Context: an optimization exercise on an open-source flow, tuned for small area, a short achievable clock period and few clock cycles per item. The choices shown serve that exercise and are no tape-out recipe. In this exercise RTL edits were held to simulation tests only and were not proved equivalent to the original. No activity file was given, so power comes from the tool's default toggle rates.

==> branch raven <==
==> flow/design.v <==
package act_pkg;
  typedef enum logic [1:0] {
    ACT_LOOKUP   = 2'd0,
    ACT_INS_RES  = 2'd1,
    ACT_INS_WAIT = 2'd2,
    ACT_TICK     = 2'd3
  } action_t;
  typedef enum logic [2:0] {
    KIND_LOOKUP = 3'd0,
    KIND_INSERT = 3'd1,
    KIND_RESEND = 3'd2,
    KIND_FREED  = 3'd3,
    KIND_TICK   = 3'd4
  } kind_t;
  localparam logic [1:0] ST_FREE = 2'd0;
  localparam logic [1:0] ST_WAIT = 2'd1;
  localparam logic [1:0] ST_RES  = 2'd2;
  localparam logic CFG_TIMEOUT = 1'b0;
  localparam logic CFG_RETRY   = 1'b1;
  typedef enum logic [2:0] {
    S_IDLE,
    S_SCAN,
    S_EMIT,
    S_DONE,
    S_OUT
  } fsm_t;
  typedef struct packed {
    logic start;
    logic step;
    logic apply;
    logic age;
    logic load_out;
    logic [2:0] out_kind;
    logic out_ok;
    logic out_slot;
    logic out_last;
  } cmd_t;
  typedef struct packed {
    logic scan_end;
    logic hit;
    logic act_tick;
  } sts_t;
endpackage
module act_lowest (
  input  logic [15:0] m,
  output logic [15:0] r
);
  logic [15:0] p0, p1, p2, p3;
  assign p0 = m | (m << 1);
  assign p1 = p0 | (p0 << 2);
  assign p2 = p1 | (p1 << 4);
  assign p3 = p2 | (p2 << 8);
  assign r  = m & ~(p3 << 1);
endmodule
module act_add17 (
  input  logic [16:0] a,
  input  logic [16:0] b,
  output logic [16:0] s
);
  assign s = a + b;
endmodule
module act_expired (
  input  logic [16:0] e,
  input  logic [16:0] t,
  output logic        x
);
  logic [15:0] g, p;
  logic [7:0]  g1, p1;
  logic [3:0]  g2, p2;
  logic [1:0]  g3, p3;
  logic        c;
  always_comb begin
    for (int k = 0; k < 16; k++) begin
      g[k] = e[k] && !t[k];
      p[k] = e[k] || !t[k];
    end
    for (int k = 0; k < 8; k++) begin
      g1[k] = g[2*k+1] || (p[2*k+1] && g[2*k]);
      p1[k] = p[2*k+1] && p[2*k];
    end
    for (int k = 0; k < 4; k++) begin
      g2[k] = g1[2*k+1] || (p1[2*k+1] && g1[2*k]);
      p2[k] = p1[2*k+1] && p1[2*k];
    end
    for (int k = 0; k < 2; k++) begin
      g3[k] = g2[2*k+1] || (p2[2*k+1] && g2[2*k]);
      p3[k] = p2[2*k+1] && p2[2*k];
    end
    c = g3[1] || (p3[1] && g3[0]);
  end
  assign x = e[16] ^ !t[16] ^ c;
endmodule
import act_pkg::*;
module arp_cache_table_top #(
  parameter int ENTRIES = 16
) (
  input  logic         clk,
  input  logic         rst,
  input  logic         s_axis_tvalid,
  output logic         s_axis_tready,
  input  logic [119:0] s_axis_tdata,
  output logic         m_axis_tvalid,
  input  logic         m_axis_tready,
  output logic [111:0] m_axis_tdata,
  output logic         m_axis_tlast,
  input  logic         cfg_valid,
  output logic         cfg_ready,
  input  logic [1:0]   cfg_index,
  input  logic [15:0]  cfg_data
);
  localparam int N = 16;
  function automatic logic [N-1:0] above(input logic [N-1:0] m);
    logic [N-1:0] p;
    p = m;
    p = p | (p << 1);
    p = p | (p << 2);
    p = p | (p << 4);
    p = p | (p << 8);
    above = p << 1;
  endfunction
  function automatic logic [3:0] encode(input logic [N-1:0] m);
    logic [3:0] r;
    r = '0;
    for (int i = 0; i < N; i++) if (m[i]) r = r | 4'(i);
    encode = r;
  endfunction
  logic [15:0] timeout_ticks;
  logic [3:0]  retry_limit;
  logic [16:0] tnow;
  logic [1:0]  st   [N];
  logic [16:0] expt [N];
  logic [3:0]  ret  [N];
  logic [15:0] pro  [N];
  logic [31:0] ip   [N];
  logic [47:0] hw   [N];
  logic [3:0]  prt  [N];
  logic [N-1:0] amask;        
  logic [N-1:0] nf;           
  logic         rv, sv;
  logic [117:0] sd;
  logic [101:0] rd;           
  logic [N-1:0] cand;          
  logic [N-1:0] tmask;         
  logic [16:0]  tld;           
  logic [1:0]  r_act;
  logic [15:0] r_pro;
  logic [31:0] r_ip;
  logic [47:0] r_hw;
  logic [3:0]  r_port;
  assign r_act  = rd[1:0];
  assign r_pro  = rd[17:2];
  assign r_ip   = rd[49:18];
  assign r_hw   = rd[97:50];
  assign r_port = rd[101:98];
  logic tact;                 
  logic is_lk, is_ins, is_tick, a_tick;
  assign is_lk   = !tact && r_act == ACT_LOOKUP;
  assign is_tick = r_act == ACT_TICK;
  assign is_ins  = !tact && r_act != ACT_LOOKUP && r_act != ACT_TICK;
  assign a_tick  = tact || (rv && is_tick);
  logic         adv, proc, r_done;
  logic         bv, blast, bok;
  logic         pend, pend_res;    
  logic [N-1:0] bsel;
  logic [2:0]   bkind;
  logic [3:0]   bidx;
  logic [1:0]   bst;
  logic         ov, olast;
  logic [109:0] od;
  assign adv  = !ov || m_axis_tready;
  assign proc   = adv && (rv || tact);
  assign r_done = adv && rv && !tact;
  assign m_axis_tvalid = ov;
  assign m_axis_tdata  = {2'b0, od};
  assign m_axis_tlast  = olast;
  assign cfg_ready     = 1'b1;
  assign s_axis_tready = !sv;
  logic [N-1:0] live, sel, free_m, seli, resend_v, ev, exp_t, cm;
  logic         any, anyi;
  logic [16:0]  tload;
  act_add17 u_tadd (.a(tnow), .b({1'b0, timeout_ticks}), .s(tload));
  always_comb begin
    for (int i = 0; i < N; i++) begin
      live[i]     = st[i] != ST_FREE;
      free_m[i]   = !live[i];
      resend_v[i] = st[i] == ST_WAIT && ret[i] != 4'd0;
    end
  end
  for (genvar gi = 0; gi < N; gi++) begin : g_exp
    act_expired u_exp (.e(expt[gi]), .t(tnow), .x(exp_t[gi]));
  end
  assign ev = tact ? tmask : (live & exp_t);
  assign cm = a_tick ? ev : (cand & live);
  act_lowest u_sel (.m(cm), .r(sel));
  assign any  = |cm;
  assign seli = is_ins ? nf : '0;
  assign anyi = |seli;
  logic [1:0] st_s, newst;
  logic       rs_resend;
  always_comb begin
    st_s      = '0;
    rs_resend = 1'b0;
    for (int i = 0; i < N; i++) begin
      if (sel[i]) begin
        st_s      = st_s | st[i];
        rs_resend = rs_resend | resend_v[i];
      end
    end
  end
  assign newst = (r_act == ACT_INS_RES) ? ST_RES : ST_WAIT;
  logic [2:0] a_kind;
  logic       tick_ev;
  assign tick_ev = a_tick && any;
  always_comb begin
    if (a_tick)      a_kind = any ? (rs_resend ? KIND_RESEND : KIND_FREED) : KIND_TICK;
    else if (is_lk)  a_kind = KIND_LOOKUP;
    else             a_kind = KIND_INSERT;
  end
  logic [99:0] rdslot;
  always_comb begin
    rdslot = '0;
    for (int i = 0; i < N; i++)
      if (bsel[i]) rdslot = rdslot | {prt[i], hw[i], ip[i], pro[i]};
  end
  logic [N-1:0] free_n, amask_n, hi_n, nf_n;
  logic [N-1:0] pfree;
  assign pfree  = {N{pend && !pend_res}} & bsel;
  assign free_n = (free_m & ~({N{proc}} & seli)) | pfree;
  assign amask_n = (proc && anyi) ? above(seli) : amask;
  assign hi_n    = free_n & amask_n;
  logic [N-1:0] nf_hi, nf_lo;
  act_lowest u_nfh (.m(hi_n), .r(nf_hi));
  act_lowest u_nfl (.m(free_n), .r(nf_lo));
  assign nf_n    = (|hi_n) ? nf_hi : nf_lo;
  logic [117:0] in_d;
  logic         in_fire, r_free, r_load;
  logic [47:0]  w_hw;
  assign in_fire = s_axis_tvalid && !sv;
  assign in_d    = sv ? sd : s_axis_tdata[117:0];
  assign r_free  = !rv || r_done;
  assign r_load  = r_free;
  assign w_hw    = (r_act == ACT_INS_RES) ? r_hw : 48'd0;
  logic [1:0]   x_act;
  logic [15:0]  x_pro, x_el;
  logic [31:0]  x_ip;
  logic [16:0]  x_tnow;
  logic         x_same;
  logic [N-1:0] x_cand;
  assign x_act  = in_d[1:0];
  assign x_pro  = in_d[17:2];
  assign x_ip   = in_d[49:18];
  assign x_el   = in_d[117:102];
  act_add17 u_xadd (.a(tnow), .b({1'b0, x_el}), .s(x_tnow));
  assign x_same = r_pro == x_pro && r_ip == x_ip;
  always_comb begin
    for (int i = 0; i < N; i++) begin
      if (x_act == ACT_LOOKUP)
        x_cand[i] = (proc && seli[i]) ? x_same :
                    (pro[i] == x_pro && ip[i] == x_ip);
      else
        x_cand[i] = 1'b0;
    end
  end
  always_ff @(posedge clk) begin
    if (rst) begin
      timeout_ticks <= 16'd600;
      retry_limit   <= 4'd4;
      tnow          <= '0;
      amask         <= '1;
      pend          <= 1'b0;
      tact          <= 1'b0;
      nf            <= 16'd1;
      rv            <= 1'b0;
      sv            <= 1'b0;
      bv            <= 1'b0;
      ov            <= 1'b0;
      for (int i = 0; i < N; i++) st[i] <= ST_FREE;
    end else begin
      if (cfg_valid && cfg_index == 2'd0) timeout_ticks <= cfg_data;
      if (cfg_valid && cfg_index == 2'd1) retry_limit   <= cfg_data[3:0];
      if (r_load) begin
        rv <= sv || in_fire;
        if (sv || in_fire) begin
          rd   <= in_d[101:0];
          cand <= x_cand;
          if (x_act == ACT_TICK) tnow <= x_tnow;
        end
        sv <= 1'b0;
      end else begin
        if (r_free) rv <= 1'b0;
        if (in_fire) begin
          sv <= 1'b1;
          sd <= s_axis_tdata[117:0];
        end
      end
      if (adv) begin
        bv <= proc;
        if (proc) begin
          bsel  <= is_ins ? seli : sel;
          bkind <= a_kind;
          bok   <= (is_lk && any) || anyi;
          bidx  <= encode(sel) | encode(seli);
          bst   <= is_ins ? (anyi ? newst : ST_FREE) : st_s;
          blast <= !tick_ev;
        end
        ov <= bv;
        if (bv) begin
          od    <= {rdslot, bst, bidx, bok, bkind};
          olast <= blast;
        end
      end
      if (adv && a_tick) begin
        tmask <= ev & ~sel;
        tact  <= any;
      end
      pend     <= adv && tick_ev;
      if (r_done && is_tick) tld <= tload;
      pend_res <= rs_resend;
      amask <= amask_n;
      nf    <= nf_n;
      for (int i = 0; i < N; i++) begin
        if (proc && seli[i]) begin
          st[i]   <= newst;
          expt[i] <= tload;
          ret[i]  <= retry_limit;
          pro[i]  <= r_pro;
          ip[i]   <= r_ip;
          hw[i]   <= w_hw;
          prt[i]  <= r_port;
        end
        if (pend && bsel[i]) begin
          if (pend_res) begin
            ret[i]  <= ret[i] - 4'd1;
            expt[i] <= tld;
          end else begin
            st[i] <= ST_FREE;
          end
        end
      end
    end
  end
endmodule
==> flow/run.sh <==
#!/bin/bash
# synth_recipe.tcl (not shown) runs the flow's synth.tcl, then flattens the netlist and writes it again
# the make line also repeats each setting of config.mk as NAME=value (left out here)
make -C /OpenROAD-flow-scripts/flow DESIGN_CONFIG=/design/flow/config.mk WORK_HOME=/design/flow/orfs CLKGATE_MAP_FILE= SYNTH_SCRIPT=/design/flow/synth_recipe.tcl finish
==> flow/config.mk <==
export PLATFORM = sky130hd
export DESIGN_NAME = arp_cache_table_top
export DESIGN_NICKNAME = arp_cache_table_top
export VERILOG_FILES = /design/flow/design.v
export SDC_FILE = /design/flow/constraint.sdc
export NUM_CORES = 4
export LEC_CHECK = 0
export CAP_MARGIN = 20
export CORE_MARGIN = 2
export CORE_UTILIZATION = 55
export CTS_CLUSTER_DIAMETER = 100
export CTS_CLUSTER_SIZE = 22
export SETUP_SLACK_MARGIN = 3.0
export SLEW_MARGIN = 20
export SYNTH_HIERARCHICAL = 1
export SYNTH_MINIMUM_KEEP_SIZE = 0
==> flow/constraint.sdc <==
create_clock -name core_clock -period 7.0 [get_ports {clk}]
set_input_delay 1.4000 -clock core_clock [delete_from_list [all_inputs] [get_ports {clk}]]
set_output_delay 1.4000 -clock core_clock [all_outputs]
set_load 0.01 [all_outputs]
==> branch fjord (differences from branch raven) <==
--- a/flow/design.v
+++ b/flow/design.v
@@ -138,4 +138,3 @@
   logic [N-1:0] nf;           
-  logic         rv, sv;
-  logic [117:0] sd;
+  logic         rv;
   logic [101:0] rd;           
@@ -162,7 +161,5 @@
   logic         bv, blast, bok;
-  logic         pend, pend_res;    
+  logic         pend;              
+  logic         b_tick, b_lk, b_any;
   logic [N-1:0] bsel;
-  logic [2:0]   bkind;
-  logic [3:0]   bidx;
-  logic [1:0]   bst;
   logic         ov, olast;
@@ -176,3 +173,2 @@
   assign cfg_ready     = 1'b1;
-  assign s_axis_tready = !sv;
   logic [N-1:0] live, sel, free_m, seli, resend_v, ev, exp_t, cm;
@@ -197,34 +193,30 @@
   assign anyi = |seli;
-  logic [1:0] st_s, newst;
-  logic       rs_resend;
-  always_comb begin
-    st_s      = '0;
-    rs_resend = 1'b0;
-    for (int i = 0; i < N; i++) begin
-      if (sel[i]) begin
-        st_s      = st_s | st[i];
-        rs_resend = rs_resend | resend_v[i];
-      end
-    end
-  end
+  logic [1:0] newst;
   assign newst = (r_act == ACT_INS_RES) ? ST_RES : ST_WAIT;
-  logic [2:0] a_kind;
   logic       tick_ev;
   assign tick_ev = a_tick && any;
-  always_comb begin
-    if (a_tick)      a_kind = any ? (rs_resend ? KIND_RESEND : KIND_FREED) : KIND_TICK;
-    else if (is_lk)  a_kind = KIND_LOOKUP;
-    else             a_kind = KIND_INSERT;
-  end
   logic [99:0] rdslot;
+  logic [1:0]  st_b;
+  logic        resend_b;
+  logic [2:0]  kind_b;
   always_comb begin
-    rdslot = '0;
+    rdslot   = '0;
+    st_b     = '0;
+    resend_b = 1'b0;
     for (int i = 0; i < N; i++)
-      if (bsel[i]) rdslot = rdslot | {prt[i], hw[i], ip[i], pro[i]};
+      if (bsel[i]) begin
+        rdslot   = rdslot | {prt[i], hw[i], ip[i], pro[i]};
+        st_b     = st_b | st[i];
+        resend_b = resend_b | resend_v[i];
+      end
+    if (b_tick)    kind_b = b_any ? (resend_b ? KIND_RESEND : KIND_FREED) : KIND_TICK;
+    else if (b_lk) kind_b = KIND_LOOKUP;
+    else           kind_b = KIND_INSERT;
   end
   logic [N-1:0] free_n, amask_n, hi_n, nf_n;
-  logic [N-1:0] pfree;
-  assign pfree  = {N{pend && !pend_res}} & bsel;
-  assign free_n = (free_m & ~({N{proc}} & seli)) | pfree;
-  assign amask_n = (proc && anyi) ? above(seli) : amask;
+  logic [N-1:0] wr_i, pfree_a;
+  assign wr_i    = {N{rv}} & seli;
+  assign pfree_a = {N{pend}} & bsel & ~resend_v;
+  assign free_n  = (free_m & ~wr_i) | pfree_a;
+  assign amask_n = (|wr_i) ? above(seli) : amask;
   assign hi_n    = free_n & amask_n;
@@ -235,8 +227,8 @@
   logic [117:0] in_d;
-  logic         in_fire, r_free, r_load;
+  logic         in_fire, r_free;
   logic [47:0]  w_hw;
-  assign in_fire = s_axis_tvalid && !sv;
-  assign in_d    = sv ? sd : s_axis_tdata[117:0];
-  assign r_free  = !rv || r_done;
-  assign r_load  = r_free;
+  assign r_free        = !rv || r_done;
+  assign s_axis_tready = r_free;
+  assign in_fire       = s_axis_tvalid && r_free;
+  assign in_d          = s_axis_tdata[117:0];
   assign w_hw    = (r_act == ACT_INS_RES) ? r_hw : 48'd0;
@@ -257,3 +249,3 @@
       if (x_act == ACT_LOOKUP)
-        x_cand[i] = (proc && seli[i]) ? x_same :
+        x_cand[i] = wr_i[i] ? x_same :
                     (pro[i] == x_pro && ip[i] == x_ip);
@@ -273,3 +265,2 @@
       rv            <= 1'b0;
-      sv            <= 1'b0;
       bv            <= 1'b0;
@@ -280,5 +271,5 @@
       if (cfg_valid && cfg_index == 2'd1) retry_limit   <= cfg_data[3:0];
-      if (r_load) begin
-        rv <= sv || in_fire;
-        if (sv || in_fire) begin
+      if (r_free) begin
+        rv <= in_fire;
+        if (in_fire) begin
           rd   <= in_d[101:0];
@@ -287,9 +278,2 @@
         end
-        sv <= 1'b0;
-      end else begin
-        if (r_free) rv <= 1'b0;
-        if (in_fire) begin
-          sv <= 1'b1;
-          sd <= s_axis_tdata[117:0];
-        end
       end
@@ -299,7 +283,7 @@
           bsel  <= is_ins ? seli : sel;
-          bkind <= a_kind;
-          bok   <= (is_lk && any) || anyi;
-          bidx  <= encode(sel) | encode(seli);
-          bst   <= is_ins ? (anyi ? newst : ST_FREE) : st_s;
-          blast <= !tick_ev;
+          bok    <= (is_lk && any) || anyi;
+          blast  <= !tick_ev;
+          b_tick <= a_tick;
+          b_lk   <= is_lk;
+          b_any  <= any;
         end
@@ -307,3 +291,3 @@
         if (bv) begin
-          od    <= {rdslot, bst, bidx, bok, bkind};
+          od    <= {rdslot, st_b, encode(bsel), bok, kind_b};
           olast <= blast;
@@ -315,7 +299,8 @@
       end
-      pend     <= adv && tick_ev;
+      if (adv) pend <= tick_ev;
       if (r_done && is_tick) tld <= tload;
-      pend_res <= rs_resend;
-      amask <= amask_n;
-      nf    <= nf_n;
+      if (adv) begin
+        amask <= amask_n;
+        nf    <= nf_n;
+      end
       for (int i = 0; i < N; i++) begin
@@ -330,4 +315,4 @@
         end
-        if (pend && bsel[i]) begin
-          if (pend_res) begin
+        if (pend && adv && bsel[i]) begin
+          if (resend_v[i]) begin
             ret[i]  <= ret[i] - 4'd1;
==> flow/flow/run.sh (new file) <==
#!/bin/bash
# Layout flow: the standard ORFS layout (standard.sh), with two changes
# to how cells are chosen: ports are buffered with buf_4 cells instead of
# the slow delay cell the standard flow picks, and timing repair may resize
# a cell to one of another footprint. Everything else, synthesis included,
# is the standard flow's.
set -euo pipefail
cd "$(dirname "$0")/.."
sed 's|"\${@:-finish}"|MATCH_CELL_FOOTPRINT=0 "BUFFER_PORTS_ARGS=-buffer_cell sky130_fd_sc_hd__buf_4" "${@:-finish}"|' \
  standard.sh > standard_mod.sh
grep -q 'MATCH_CELL_FOOTPRINT=0' standard_mod.sh
bash standard_mod.sh > flow_make.log 2>&1
==> flow/standard.sh (new file) <==
#!/bin/bash
# synth_recipe.tcl (not shown) runs the flow's synth.tcl, then flattens the netlist and writes it again
# the make line also repeats each setting of config.mk as NAME=value (left out here)
make -C /OpenROAD-flow-scripts/flow DESIGN_CONFIG=/design/flow/config.mk WORK_HOME=/design/flow/orfs CLKGATE_MAP_FILE= SYNTH_SCRIPT=/design/flow/synth_recipe.tcl "${@:-finish}"
CAP_MARGIN = 30   (was 20)
SETUP_SLACK_MARGIN = 3.6   (was 3.0)
SLEW_MARGIN = 40   (was 20)
removed: flow/run.sh
==> impl_results.md <==
- Relative slew slack: ~34%
- Number of gates resized after CTS: 175
- H-tree levels: 3
- Crit path to: tmask[6]$_DFFE_PP_
- Crit path max fanout: 9
- Simple-gate portion of the synthesized area: 8.37%
- Post-DP Area: approximately 110000 µm²
- Outcome: no timing/DRC/antenna violations
- Initial antenna violation count: 29
- Synth Area in XOR/XNOR: 7.16%
- Comb power: 2.31 mW
- 1st-iter DRT viols: approximately 12k
- Global routing usage on met2: 62.2%
- FF-to-FF End: tmask[6]$_DFFE_PP_
[end of results for branch fjord]
==> impl_results.md <==
- Simple-gate portion of the synthesized area: slightly below 9%
- FF-to-FF End: bkind[0]$_DFFE_PP_
- Cell area after layout: 126000 µm²
- Number of gates resized after CTS: approximately 210
- Relative slew slack: approximately 18%
- Synth Area in XOR/XNOR: 6.85%
- Setup violators final: 0
- Cts hold-fix bufs: 0
- Outcome: no timing/DRC/antenna violations
- Synth top area share: 62.8%
- Boundary Pins: 259
- Crit path to: bkind[0]$_DFFE_PP_
- Post-DP Area: 119000 µm²
- Initial antenna violation count: 32
[end of results for branch raven]
Testbench counts of branch raven, summed over its fixed seeds: cycles 4,247, requests 3,200.
Testbench counts of branch fjord, summed over its fixed seeds: cycles 4,247, requests 3,200.

static timing again, ports no longer ideal:
No port has a modelled driver above. Below, the same layouts with a new extraction and two added sets of constraints.
Step 1 assumes that a clkbuf_16 drives the clock port and a buf_2 every other input.
Step 2 adds t to the input delays and takes it off the output delays; t is the mean of the earliest and latest rising clock arrival at the registers after step 1. Input paths then give back, and output paths get back, about the clock's delay inside the block.
Slacks: ideal / step 1 / step 2; pairs: ideal / step 1.
| run | t (ns) | setup slack, ns | clock arrival spread, ns | pins driven straight from the clock port |
|---|---|---|---|---|
| branch raven | 0.939 | 2.690 / 2.690 / 2.000 | 0.045 / 0.045 | 1 |
| branch fjord | 0.942 | 3.255 / 3.255 / 2.384 | 0.105 / 0.105 | 1 |
After both steps setup and hold are still met in every run listed. For branch fjord, which loses most, drivers alone change the setup slack by 0.000 ns; drivers and shift together by -0.871 ns.
